This is an optimization exercise on Yosys and OpenROAD, whose aim is a short achievable clock period and few clock cycles, not a production implementation. Function was not checked in any run shown here: the RTL went through the layout flow alone. Power is estimated from default activity; no workload was simulated.

`flow/run.sh`:
```
#!/bin/bash
# synth_recipe.tcl (not shown) runs the flow's synth.tcl, then flattens the netlist and writes it again
# the make line also repeats each setting of config.mk as NAME=value (left out here)
make -C /OpenROAD-flow-scripts/flow DESIGN_CONFIG=/design/flow/config.mk WORK_HOME=/design/flow/orfs CLKGATE_MAP_FILE= SYNTH_SCRIPT=/design/flow/synth_recipe.tcl finish
```
`flow/config.mk`:
```
export PLATFORM = sky130hd
export DESIGN_NAME = cpu_top
export DESIGN_NICKNAME = cpu_top
export VERILOG_FILES = /design/flow/design.v
export SDC_FILE = /design/flow/constraint.sdc
export NUM_CORES = 4
export LEC_CHECK = 0
export CAP_MARGIN = 20
export CORE_MARGIN = 2
export CORE_UTILIZATION = 40
export SLEW_MARGIN = 20
```
`flow/constraint.sdc`:
```
create_clock -name core_clock -period 7.0 [get_ports {clk}]
set_input_delay 1.4000 -clock core_clock [delete_from_list [all_inputs] [get_ports {clk}]]
set_output_delay 1.4000 -clock core_clock [all_outputs]
set_load 0.01 [all_outputs]
```
`flow/design.v`:
```
`timescale 1ns/1ps
module fetch_decode #(
	parameter logic [31:0] RESET_PC = '0,
	parameter int DEPTH = 4
) (
	input logic clk,
	input logic rst_n,
	output logic fetch_ok,
	output logic [31:0] fetch_addr,
	input logic fetch_start,
	input logic fw_valid,
	input logic [31:0] fw_data,
	output logic head_valid,
	output logic [31:0] head_word,
	input logic head_pop
);
	localparam int CW = $clog2(DEPTH + 1);
	logic [31:0] pc;
	logic [CW-1:0] credits;
	logic [CW-1:0] count;
	logic stop;
	logic [31:0] buf_w [DEPTH];
	assign fetch_addr = pc;
	assign fetch_ok = (credits != '0) && !stop;
	assign head_valid = (count != '0);
	assign head_word = buf_w[0];
	always_ff @(posedge clk) begin
		if (!rst_n) begin
			pc <= RESET_PC;
			credits <= CW'(DEPTH);
			stop <= 1'b0;
		end else begin
			if (fetch_start)
				pc <= pc + 32'd4;
			if (fetch_start && !head_pop)
				credits <= credits - 1'b1;
			else if (!fetch_start && head_pop)
				credits <= credits + 1'b1;
			if (fw_valid && fw_data[31:28] == 4'hf)
				stop <= 1'b1;
		end
	end
	always_ff @(posedge clk) begin
		if (!rst_n)
			count <= '0;
		else
			count <= count + CW'(fw_valid) - CW'(head_pop);
	end
	always_ff @(posedge clk) begin
		for (int i = 0; i < DEPTH; i++) begin
			if (fw_valid && (head_pop ? (count == CW'(i + 1)) : (count == CW'(i))))
				buf_w[i] <= fw_data;
			else if (head_pop && i < DEPTH - 1)
				buf_w[i] <= buf_w[(i < DEPTH - 1) ? i + 1 : i];
		end
	end
endmodule
`timescale 1ns/1ps
module execute_unit #(
	parameter int DQ_DEPTH = 2
) (
	input logic clk,
	input logic rst_n,
	input logic head_valid,
	input logic [31:0] head_word,
	output logic head_pop,
	output logic [2:0] rd_a_idx,
	output logic [2:0] rd_b_idx,
	input logic [31:0] rd_a_data,
	input logic [31:0] rd_b_data,
	output logic ex_we,
	output logic [2:0] ex_wrd,
	output logic [31:0] ex_wdata,
	input logic ld_valid,
	input logic [2:0] ld_rd,
	output logic data_ok,
	output logic data_write,
	output logic [31:0] data_addr,
	output logic [31:0] data_wdata,
	output logic [2:0] data_rd,
	input logic data_start,
	output logic halt_done
);
	localparam int QW = $clog2(DQ_DEPTH + 1);
	localparam int PW = (DQ_DEPTH > 1) ? $clog2(DQ_DEPTH) : 1;
	logic [3:0] op;
	logic [2:0] rd, ra, rb;
	logic is_alu, is_sub, is_addi, is_ld, is_st, is_halt, is_mem;
	logic uses_ra, uses_rb, writes;
	logic ra_busy, rb_busy, waw, mem_full, hazard, issue;
	logic halt_issued;
	logic [7:0] pend;
	logic ex_valid;
	logic [31:0] ex_a, ex_b, ex_wd;
	logic ex_cin;
	logic ex_sel_sum, ex_sel_and, ex_sel_or, ex_sel_xor;
	logic [2:0] ex_rd;
	logic ex_wr, ex_ld, ex_st, ex_halt;
	logic [31:0] sum, res;
	logic [QW-1:0] dq_cnt;
	logic [PW-1:0] dq_rp, dq_wp;
	logic dq_w [DQ_DEPTH];
	logic [31:0] dq_a [DQ_DEPTH];
	logic [31:0] dq_d [DQ_DEPTH];
	logic [2:0] dq_r [DQ_DEPTH];
	logic push;
	assign op = head_word[31:28];
	assign rd = head_word[26:24];
	assign ra = head_word[22:20];
	assign rb = head_word[18:16];
	assign is_alu = (op <= 4'h4);
	assign is_sub = (op == 4'h1);
	assign is_addi = (op == 4'h5);
	assign is_ld = (op == 4'h6) && (rd != 3'd0);
	assign is_st = (op == 4'h7);
	assign is_halt = (op == 4'hf);
	assign is_mem = is_ld || is_st;
	assign uses_ra = is_alu || is_addi || is_ld || is_st;
	assign uses_rb = is_alu || is_st;
	assign writes = (is_alu || is_addi || is_ld) && (rd != 3'd0);
	assign rd_a_idx = ra;
	assign rd_b_idx = rb;
	assign ra_busy = uses_ra && (pend[ra] || (ex_valid && ex_wr && ex_rd == ra));
	assign rb_busy = uses_rb && (pend[rb] || (ex_valid && ex_wr && ex_rd == rb));
	assign waw = writes && (pend[rd] || (ex_valid && ex_ld && ex_rd == rd));
	assign mem_full = is_mem && ((QW+1)'(dq_cnt) + (QW+1)'(ex_valid && (ex_ld || ex_st)) >= (QW+1)'(DQ_DEPTH));
	assign hazard = ra_busy || rb_busy || waw || mem_full;
	assign issue = head_valid && !halt_issued && !hazard;
	assign head_pop = issue;
	always_ff @(posedge clk) begin
		if (!rst_n) begin
			ex_valid <= 1'b0;
			halt_issued <= 1'b0;
			halt_done <= 1'b0;
		end else begin
			ex_valid <= issue;
			if (issue && is_halt)
				halt_issued <= 1'b1;
			if (ex_valid && ex_halt)
				halt_done <= 1'b1;
		end
	end
	always_ff @(posedge clk) begin
		ex_a <= rd_a_data;
		ex_b <= is_alu ? (is_sub ? ~rd_b_data : rd_b_data) : {{16{head_word[15]}}, head_word[15:0]};
		ex_cin <= is_sub;
		ex_wd <= rd_b_data;
		ex_sel_sum <= (op == 4'h0) || is_sub || is_addi || is_mem;
		ex_sel_and <= (op == 4'h2);
		ex_sel_or <= (op == 4'h3);
		ex_sel_xor <= (op == 4'h4);
		ex_rd <= rd;
		ex_wr <= writes;
		ex_ld <= is_ld;
		ex_st <= is_st;
		ex_halt <= is_halt;
	end
	assign sum = ex_a + ex_b + {31'd0, ex_cin};
	always_comb begin
		res = '0;
		if (ex_sel_sum) res = res | sum;
		if (ex_sel_and) res = res | (ex_a & ex_b);
		if (ex_sel_or) res = res | (ex_a | ex_b);
		if (ex_sel_xor) res = res | (ex_a ^ ex_b);
	end
	assign ex_we = ex_valid && ex_wr && !ex_ld;
	assign ex_wrd = ex_rd;
	assign ex_wdata = res;
	always_ff @(posedge clk) begin
		if (!rst_n) begin
			pend <= '0;
		end else begin
			for (int i = 1; i < 8; i++) begin
				if (ex_valid && ex_ld && ex_rd == 3'(i))
					pend[i] <= 1'b1;
				else if (ld_valid && ld_rd == 3'(i))
					pend[i] <= 1'b0;
			end
			pend[0] <= 1'b0;
		end
	end
	assign push = ex_valid && (ex_ld || ex_st);
	assign data_ok = (dq_cnt != '0);
	assign data_write = dq_w[dq_rp];
	assign data_addr = dq_a[dq_rp];
	assign data_wdata = dq_d[dq_rp];
	assign data_rd = dq_r[dq_rp];
	always_ff @(posedge clk) begin
		if (!rst_n) begin
			dq_cnt <= '0;
			dq_rp <= '0;
			dq_wp <= '0;
		end else begin
			dq_cnt <= dq_cnt + QW'(push) - QW'(data_start);
			if (push)
				dq_wp <= (dq_wp == PW'(DQ_DEPTH - 1)) ? '0 : dq_wp + 1'b1;
			if (data_start)
				dq_rp <= (dq_rp == PW'(DQ_DEPTH - 1)) ? '0 : dq_rp + 1'b1;
		end
	end
	always_ff @(posedge clk) begin
		if (push) begin
			dq_w[dq_wp] <= ex_st;
			dq_a[dq_wp] <= sum;
			dq_d[dq_wp] <= ex_wd;
			dq_r[dq_wp] <= ex_rd;
		end
	end
endmodule
`timescale 1ns/1ps
module reg_result (
	input logic clk,
	input logic rst_n,
	input logic [2:0] rd_a_idx,
	input logic [2:0] rd_b_idx,
	output logic [31:0] rd_a_data,
	output logic [31:0] rd_b_data,
	input logic ex_we,
	input logic [2:0] ex_rd,
	input logic [31:0] ex_data,
	input logic ld_we,
	input logic [2:0] ld_rd,
	input logic [31:0] ld_data
);
	logic [31:0] regs [8];
	assign regs[0] = '0;
	assign rd_a_data = regs[rd_a_idx];
	assign rd_b_data = regs[rd_b_idx];
	for (genvar i = 1; i < 8; i++) begin : g_reg
		always_ff @(posedge clk) begin
			if (!rst_n)
				regs[i] <= '0;
			else if (ld_we && ld_rd == 3'(i))
				regs[i] <= ld_data;
			else if (ex_we && ex_rd == 3'(i))
				regs[i] <= ex_data;
		end
	end
endmodule
`timescale 1ns/1ps
module mem_bus_guard (
	input logic clk,
	input logic rst_n,
	input logic fetch_ok,
	input logic [31:0] fetch_addr,
	output logic fetch_start,
	input logic data_ok,
	input logic data_write,
	input logic [31:0] data_addr,
	input logic [31:0] data_wdata,
	input logic [2:0] data_rd,
	output logic data_start,
	output logic rq_valid,
	output logic rq_fetch,
	output logic [2:0] rq_rd,
	output logic [31:0] rq_data,
	output logic bus_free,
	output logic psel,
	output logic penable,
	output logic pwrite,
	output logic [31:0] paddr,
	output logic [31:0] pwdata,
	input logic [31:0] prdata,
	input logic pready
);
	logic done;
	logic free;
	logic start;
	logic cur_fetch;
	logic [2:0] cur_rd;
	assign done = penable && pready;
	assign free = !psel || done;
	assign start = free && (data_ok || fetch_ok);
	assign data_start = free && data_ok;
	assign fetch_start = free && !data_ok && fetch_ok;
	assign bus_free = free;
	always_ff @(posedge clk) begin
		if (!rst_n) begin
			psel <= 1'b0;
			penable <= 1'b0;
		end else if (start) begin
			psel <= 1'b1;
			penable <= 1'b0;
		end else if (done) begin
			psel <= 1'b0;
			penable <= 1'b0;
		end else if (psel) begin
			penable <= 1'b1;
		end
	end
	always_ff @(posedge clk) begin
		if (start) begin
			pwrite <= data_ok && data_write;
			paddr <= data_ok ? data_addr : fetch_addr;
			pwdata <= data_wdata;
			cur_fetch <= !data_ok;
			cur_rd <= data_rd;
		end
	end
	always_ff @(posedge clk) begin
		if (!rst_n)
			rq_valid <= 1'b0;
		else
			rq_valid <= done && !pwrite;
		rq_fetch <= cur_fetch;
		rq_rd <= cur_rd;
		rq_data <= prdata;
	end
endmodule
`timescale 1ns/1ps
module cpu_top #(
	parameter logic [31:0] RESET_PC = 32'h0000_0000
) (
	input logic clk,
	input logic rst_n,
	output logic halted,
	output logic psel,
	output logic penable,
	output logic pwrite,
	output logic [31:0] paddr,
	output logic [31:0] pwdata,
	input logic [31:0] prdata,
	input logic pready
);
	logic fetch_ok;
	logic [31:0] fetch_addr;
	logic fetch_start;
	logic data_ok;
	logic data_write;
	logic [31:0] data_addr;
	logic [31:0] data_wdata;
	logic [2:0] data_rd;
	logic data_start;
	logic rq_valid;
	logic rq_fetch;
	logic [2:0] rq_rd;
	logic [31:0] rq_data;
	logic bus_free;
	logic head_valid;
	logic [31:0] head_word;
	logic head_pop;
	logic [2:0] rd_a_idx, rd_b_idx;
	logic [31:0] rd_a_data, rd_b_data;
	logic ex_we;
	logic [2:0] ex_wrd;
	logic [31:0] ex_wdata;
	logic halt_done;
	fetch_decode #(
		.RESET_PC(RESET_PC)
	) i_fetch_decode (
		.clk(clk),
		.rst_n(rst_n),
		.fetch_ok(fetch_ok),
		.fetch_addr(fetch_addr),
		.fetch_start(fetch_start),
		.fw_valid(rq_valid && rq_fetch),
		.fw_data(rq_data),
		.head_valid(head_valid),
		.head_word(head_word),
		.head_pop(head_pop)
	);
	execute_unit i_execute_unit (
		.clk(clk),
		.rst_n(rst_n),
		.head_valid(head_valid),
		.head_word(head_word),
		.head_pop(head_pop),
		.rd_a_idx(rd_a_idx),
		.rd_b_idx(rd_b_idx),
		.rd_a_data(rd_a_data),
		.rd_b_data(rd_b_data),
		.ex_we(ex_we),
		.ex_wrd(ex_wrd),
		.ex_wdata(ex_wdata),
		.ld_valid(rq_valid && !rq_fetch),
		.ld_rd(rq_rd),
		.data_ok(data_ok),
		.data_write(data_write),
		.data_addr(data_addr),
		.data_wdata(data_wdata),
		.data_rd(data_rd),
		.data_start(data_start),
		.halt_done(halt_done)
	);
	reg_result i_reg_result (
		.clk(clk),
		.rst_n(rst_n),
		.rd_a_idx(rd_a_idx),
		.rd_b_idx(rd_b_idx),
		.rd_a_data(rd_a_data),
		.rd_b_data(rd_b_data),
		.ex_we(ex_we),
		.ex_rd(ex_wrd),
		.ex_data(ex_wdata),
		.ld_we(rq_valid && !rq_fetch),
		.ld_rd(rq_rd),
		.ld_data(rq_data)
	);
	mem_bus_guard i_mem_bus_guard (
		.clk(clk),
		.rst_n(rst_n),
		.fetch_ok(fetch_ok),
		.fetch_addr(fetch_addr),
		.fetch_start(fetch_start),
		.data_ok(data_ok),
		.data_write(data_write),
		.data_addr(data_addr),
		.data_wdata(data_wdata),
		.data_rd(data_rd),
		.data_start(data_start),
		.rq_valid(rq_valid),
		.rq_fetch(rq_fetch),
		.rq_rd(rq_rd),
		.rq_data(rq_data),
		.bus_free(bus_free),
		.psel(psel),
		.penable(penable),
		.pwrite(pwrite),
		.paddr(paddr),
		.pwdata(pwdata),
		.prdata(prdata),
		.pready(pready)
	);
	always_ff @(posedge clk) begin
		if (!rst_n)
			halted <= 1'b0;
		else if (halt_done && !data_ok && bus_free)
			halted <= 1'b1;
	end
endmodule
```
==> results of run 1 <==
[cell usage after synthesis (all sizes together) (11+ instances only)]
cell type  count  share of area
mux2         169          0.058
o21ai        204          0.030
dfxtp        424           0.25
a22oi         47          0.010
nor4          13         0.0028
o22ai        102          0.019
nand2        239          0.026
or3           12         0.0022
nand2b        12         0.0022
o32ai         15         0.0038
o311a         14         0.0041
a32oi         12         0.0031
buf           45         0.0066
and3          11         0.0020
a21oi        169          0.025
nor2b         14         0.0025
o221ai        52          0.013
mux4          35          0.023
xor2          32         0.0084
a211oi        40         0.0087
edfxtp       321           0.28
clkbuf       197          0.022
and2          27         0.0050
nor2         377          0.041
inv          100          0.011
a221oi        52          0.013
o211ai        25         0.0055
nand3         37         0.0054
nand4         51         0.0093
xnor2         67          0.017
a31oi         14         0.0025
mux2i         85          0.025
nor3          58         0.0087
ha            70          0.025
a21o          14         0.0031
[layer usage]
layer,global-route usage,vias to the layer above,share of wire
met5,0,-,0.00022
met1,0.3320,12840,0.41
met4,0.1206,4,0.052
met3,0.06507,351,0.12
li1,-,12180,-
met2,0.3678,1601,0.42
[registers in the layout (all words and copies together) (netlist names), 6 cells and up, named ones only]
register / flops
i_mem_bus_guard.paddr: 32
i_fetch_decode.pc: 30
i_execute_unit.dq_r: 6
i_execute_unit.ex_b: 32
i_execute_unit.ex_wd: 32
i_reg_result.regs: 224
i_mem_bus_guard.rq_data: 32
i_execute_unit.dq_d: 64
i_mem_bus_guard.pwdata: 32
i_execute_unit.dq_a: 64
i_execute_unit.ex_a: 32
i_execute_unit.pend: 7
i_fetch_decode.buf_w: 116
[per-stage QoR]
stage | power, mW | utilization | hold slack, ps | worst slack [ps]
after CTS | 17.01 | 0.4603 | 340.2 | 2443
after global routing | 17.85 | 0.4609 | 345.7 | 2105
after floorplan | 10.19 | - | 323.3 | 1995
after global placement | 12.61 | 0.4286 | 325.6 | 2512
final | 17.12 | 0.4609 | 340.6 | 2365
after detailed placement | 12.68 | 0.4288 | 326.9 | 2438
[cells by family after synthesis]
logic type,after synthesis,synth area share
multiplexers,289,0.1053
adder cells (fa/ha/maj),74,0.02779
flip-flops,745,0.5270
AO/OA/AOI/OAI,839,0.1605
AND/OR/NAND/NOR,882,0.1145
buffers and inverters,345,0.03940
XOR/XNOR,99,0.02543
[where the power goes]
| part | total [mW] | leakage, nW | switching, mW | internal, mW |
|---|---|---|---|---|
| logic | 6.39 | 6.05 | 4.33 | 2.06 |
| clock network | 4.31 | 1.33 | 1.81 | 2.50 |
| registers | 6.41 | 6.46 | 0.635 | 5.78 |
| total | 17.1 | 13.8 | 6.78 | 10.3 |
[area by class of cell]
cell class                 count  area [um2]  share of cell area
clock buffer                 108        2246             0.05723
clock inverter                43       434.2             0.01106
inverter                     103       387.9            0.009885
multi-input combinational   2183       15000              0.3823
sequential                   745       18130              0.4620
tap                         1144        1431             0.03648
timing repair buffer         179        1608             0.04097
[worst max path at each step]
stage                                      to  slack (ps)  depth (start not counted)
floorplan           i_mem_bus_guard.cur_fetch        2000                          2
global placement      i_fetch_decode.count[2]        2510                         13
detailed placement    i_fetch_decode.count[2]        2440                         13
CTS                   i_fetch_decode.count[2]        2440                         13
global route          i_fetch_decode.count[2]        2110                         13
finish                i_fetch_decode.count[2]        2370                         13
==> flow_metrics.tcl, run 1 <==
set metrics [dict create \
    final_nets 3402 \
    dp.cells 4352 \
    setup_viol 0 \
    grtUsageTotal 0.2467 \
    crit_path_end_kind "register" \
    fin_crit_ps 4635 \
    layout_commonest_cell "dfxtp_1" \
    layout_common_cells "dfxtp_1, nor2_1, edfxtp_1" \
    min_path_type "reg2reg" \
    p_leak_nw 13.84 \
    drive_gt1_frac 0.1327 \
    syn_to_final_growth_pct 14.09 \
    clock_latency_ps 650 \
    finalCritPeriodShare 0.6621 \
    r2r-end "i_fetch_decode.count[2]" \
    critPathArrivalTime_ps 5120 \
    cp_max_fo 18 \
    start_util 0.4039 \
    yosysUniqueCellTypes 78 \
    drt_iter0_markers 3531 \
    crit_required_ps 7490 \
    final_cells 4505 \
    syn-num-nets 3382 \
    cts_buffer_depth 3 \
    design_area_um2 39240 \
    ant_nets 0 \
    clock_skew_ps 20.20 \
    hold_viol_final 0 \
    tightest_slew_ps 1183 \
    post-cts-setup-buffers 0 \
    rsz0062_at_grt "no" \
    yosys_warnings 7 \
    routed_wl_um 112100 \
    cp_cell_sequence "nor2b_2, a221o_1, nand3_1, nand4_1, a41o_1, inv_1, ha_1, inv_1, ha_1, fa_1, xnor2_1, xnor2_1, nor2_1" \
    r2r_slack_ps 2370 \
    synth_edf_count 321 \
    wl_per_cell_um 24.89 \
    pin_count 103 \
    die-area_um2 88350 \
    gp_congestion 0.9460 \
    antennaDiodeCount 0 \
    cts_buffers 81 \
    worstSetupPathType "reg2reg" \
    max_stage_delay_ps 910 \
    hold_end "i_mem_bus_guard.rq_rd[2]" \
    drc_errors 0 \
    clk_pin_slew_worst_paths_ps 60 \
    ys_seq_area_frac 0.5270 \
    async_flop_share 0 \
    min_from "i_mem_bus_guard.cur_rd[2]" \
    grt_pass1_vias 25500 \
    dpl.hpwl_um 71920 \
    cts_resized 0 \
    maxSlewViolCount 0 \
    fillCellCount 7951 \
    critPathLaunch "i_fetch_decode.buf_w[0][20]" \
    cp_slowest_cell "edfxtp_1" \
    clkSinkCount 745 \
    first_pass_iters 6 \
    tritoncts "built" \
    clk_root_buffer_cell "clkbuf_16" \
    synth_ff_type "dfxtp_1" \
    rows 107 \
    vias 26970 \
    p_per_area_nw_per_um2 436.2 \
    post_dp_cell_area_um2 36510 \
    grt_max_degree 95 \
    clock.fmax_mhz 215.8 \
    overflow 0 \
    htree_levels 3 \
    maxCapViolations 0 \
    syn-cell-area_um2 34390 \
    io_buffers 102 \
    cpLargestDelayFamily "simple AND/OR/NAND/NOR gates" \
    coreArea_um2 85150 \
    hold_path_depth 0 \
    ys_seq_elements 745 \
    fp.dieH_um 297.2 \
    die_w_um 297.2 \
    synth_cells 3273 \
    rr_worst_depth 13 \
    relSlewSlack 0.2033 \
    cp_num_buf_inv 2 \
    avgSynthCellArea_um2 10.51 \
    holdBufCountCts 0 \
    antenna_found_initial 5 \
    grt_pass1_wl_um 166200 \
    timing.rr.start "i_fetch_decode.buf_w[0][20]" \
    vias_per_cell 5.986 \
    status "timing/DRC/antenna clean" \
    ir_drop_mv 0.2333 \
    start_kind "register" \
    tns_ps 0 \
]
==> inputs of run 2 (changes only) <==
--- a/flow/config.mk
+++ b/flow/config.mk
@@ -5,7 +5,9 @@
 export SDC_FILE = /design/flow/constraint.sdc
 export NUM_CORES = 4
 export LEC_CHECK = 0
+export ABC_CLOCK_PERIOD_IN_PS = 2500
 export CAP_MARGIN = 20
 export CORE_MARGIN = 2
 export CORE_UTILIZATION = 40
+export SETUP_SLACK_MARGIN = 4.5
 export SLEW_MARGIN = 20
==> flow_metrics.tcl, run 2 <==
set metrics [dict create \
    status "timing/DRC/antenna clean" \
    hold_viol_final 0 \
    combPwrFrac 0.464 \
    synth_area_leaders "edfxtp_1, dfxtp_1, mux2_2" \
    yosysTopAreaCellShare 0.2803 \
    async_flop_share 0 \
    grt_util_met3 0.06449 \
    largest_reg_flops 224 \
    gr-usage-met1 0.3379 \
    yosysMostFrequentCell "dfxtp_1" \
    holdBufCountCts 0 \
    syn-cell-area_um2 34390 \
    cp_max_fo 8 \
    clock.fmax_mhz 324.5 \
    ys_seq_area_frac 0.5270 \
    die-area_um2 88350 \
    p_leak_nw 15.90 \
    fillCellCount 7399 \
    crit_top_cell "buf_6" \
    p_sw_frac 0.4032 \
    htree_levels 3 \
    drc_errors 0 \
    routed_wl_um 121600 \
    tns_ps 0 \
    cts_buffer_depth 3 \
    antenna_found_initial 5 \
    rows 107 \
    rr_worst_depth 9 \
    synthTopCellsByCount "dfxtp_1, nor2_1, edfxtp_1" \
    cp_num_buf_inv 2 \
    io_buffers 102 \
    ir_drop_mv 0.2540 \
    start_kind "register" \
    grt_max_degree 101 \
    ys_seq_elements 745 \
    syn_to_final_growth_pct 28.62 \
    vias_per_cell 6.093 \
    worst_hold_slack_ps 342.8 \
    top_regs "i_reg_result.regs x224, i_fetch_decode.buf_w x116" \
    layout_commonest_cell "dfxtp_1" \
    first_pass_iters 6 \
    fp.dieH_um 297.2 \
    avgSynthCellArea_um2 10.51 \
    layout_common_cells "dfxtp_1, edfxtp_1, nor2_1" \
    crit_path_end_kind "register" \
    r2r_slack_ps 3920 \
    grtUsageTotal 0.2605 \
    drt_iter0_markers 3212 \
    syn-num-nets 3382 \
    clkPwrFrac 0.224 \
    ant_nets 0 \
    intPower_mw 12.11 \
    p_sw_mw 8.185 \
    vias 28660 \
    final_nets 3598 \
    top_register "i_reg_result.regs" \
    finalCritPeriodShare 0.4402 \
    crit_required_ps 7370 \
    min_path_type "reg2reg" \
    dpl.hpwl_um 72340 \
    grt_pass1_vias 26770 \
    worstSetupPathType "reg2reg" \
    busiest_layer "met2" \
    p_seq_frac 0.312 \
    rsz0062_at_grt "yes" \
    cp_cell_sequence "o21a_1, a21oi_1, o21ai_0, a31o_1, a41o_4, buf_6, or3_4, a21oi_4, buf_6" \
    clkSinkCount 745 \
    hold_end "i_mem_bus_guard.rq_rd[1]" \
    maxSlewViolCount 0 \
    wl_per_cell_um 25.86 \
    cp_slowest_cell "or3_4" \
    synth_cells 3273 \
    critPathArrivalTime_ps 3450 \
    synth_edf_count 321 \
    relSlewSlack 0.1963 \
    overflow 0 \
    yosysUniqueCellTypes 78 \
    coreArea_um2 85150 \
    r2r-end "i_fetch_decode.buf_w[3][16]" \
    clk_root_buffer_cell "clkbuf_16" \
    setup_viol 0 \
    synth_ff_type "dfxtp_1" \
    tritoncts "built" \
    pin_count 103 \
    drive_gt1_frac 0.3068 \
    start_util 0.4039 \
    gp_congestion 0.9390 \
    cpLargestDelayFamily "compound AO/OA/AOI/OAI gates" \
    grt_util_met2 0.3978 \
    tightest_slew_ps 1198 \
    hold_path_depth 0 \
    die_w_um 297.2 \
    clock_skew_ps 43.25 \
    yosys_warnings 7 \
    timing.rr.start "i_execute_unit.ex_ld" \
    grt_pass1_wl_um 175000 \
    max_stage_delay_ps 420 \
    p_per_area_nw_per_um2 458.8 \
    clock_latency_ps 670 \
    clk_pin_slew_worst_paths_ps 70 \
    fin_crit_ps 3082 \
    min_from "i_mem_bus_guard.cur_rd[1]" \
    cts_buffers 83 \
    yosysTopAreaCell "edfxtp_1" \
    maxCapViolations 0 \
]
==> run 2: power groups by stage <==
stage          Sequential [mW]  Combinational, mW  Clock, mW
6_report                  6.34               9.42       4.54
5_1_grt                   6.43               9.77       4.78
4_1_cts                   6.31               8.37       4.61
3_5_place_dp              6.38               6.49          0
3_3_place_gp              6.36               6.44          0
2_1_floorplan             6.21               4.18          0
==> run 2: final cells by class <==
class	instances	area (um2)	area share
Timing Repair Buffer	358	3442	0.07781
Sequential cell	745	18160	0.4106
Clock buffer	106	2243	0.05071
Clock inverter	49	601.8	0.01360
Tap cell	1144	1431	0.03236
Multi-Input combinational cell	2198	17960	0.4059
Inverter	103	397.9	0.008994
Antenna cell	1	2.502	0.00005657
==> run 2: worst max path at each step <==
stage,from,endpoint,slack [ps],cells after the start
finish,i_execute_unit.ex_ld,i_fetch_decode.buf_w[3][16],3920,9
global route,i_execute_unit.ex_valid,i_fetch_decode.count[2],3800,13
CTS,i_fetch_decode.buf_w[0][20],i_fetch_decode.buf_w[0][13],3990,10
detailed placement,pready,i_fetch_decode.pc[29],2480,8
global placement,pready,i_fetch_decode.pc[29],2510,8
floorplan,pready,i_fetch_decode.credits[2],3860,8
==> run 2: what timing repair did <==
| action | CTS | global route |
|---|---|---|
| pin swaps | 193 | 153 |
| setup buffers | 113 | 65 |
| endpoints found under the setup margin | 733 | 654 |
| gates cloned | 18 | 5 |
| gates resized for setup | 654 | 224 |
==> run 2: metrics by stage <==
stage	util	setup WS, ps	instances	total power, mW	instance area, um2
final	0.5196	3919	4704	20.30	44240
after global routing	0.5195	3801	4703	20.98	44240
after CTS	0.5006	3988	4633	19.29	42630
after detailed placement	0.4342	2484	4347	12.87	36970
after global placement	0.4342	2505	4347	12.80	36970
after floorplan	-	3864	3273	10.39	34970
==> run 2: layer usage <==
metal | vias up | wire, um
met1 | 13870 | 47350
li1 | 12590 | -
met3 | 455 | 13630
met2 | 1742 | 52670
met5 | - | 32
met4 | 4 | 7943
==> run 2: cells by family after synthesis <==
logic type                 share of synthesized area
xor gates and xnor gates                     0.02543
muxes                                         0.1053
and+or+nand+nor                               0.1145
adders and majority gates                    0.02779
AOI/OAI and AO/OA                             0.1605
DFF                                           0.5270
buffers and inverters                        0.03940

## separate check: timing with driven ports
The results above use ideal ports. As a check the final layouts listed here were re-extracted and re-timed, cells and wires unchanged. Step 1, drivers: a clkbuf_16 drives clk and a buf_2 each remaining input, both assumed. Step 2, shift: input delay + t, output delay - t, t = (earliest + latest rising clock arrival at the registers) / 2. This alone moves slack from input paths to output paths. a / b / c = ideal ports / drivers / drivers and shift; a / b = the first two.
run | t, ns | setup WS [ns] | hold WS [ns] | worst setup path after step 2 | latest minus earliest clock arrival (ns)
run 1 | 0.700 | 2.365 / 2.365 / 2.365 | 0.341 / 0.341 / 0.341 | register to register | 0.021 / 0.021
run 2 | 0.714 | 3.918 / 3.918 / 3.741 | 0.343 / 0.343 / 0.343 | input to register | 0.044 / 0.044
After both steps setup and hold are still met in every run listed. The setup slack of run 2, which loses most, moves by 0.000 ns with the drivers and by -0.177 ns with both steps.
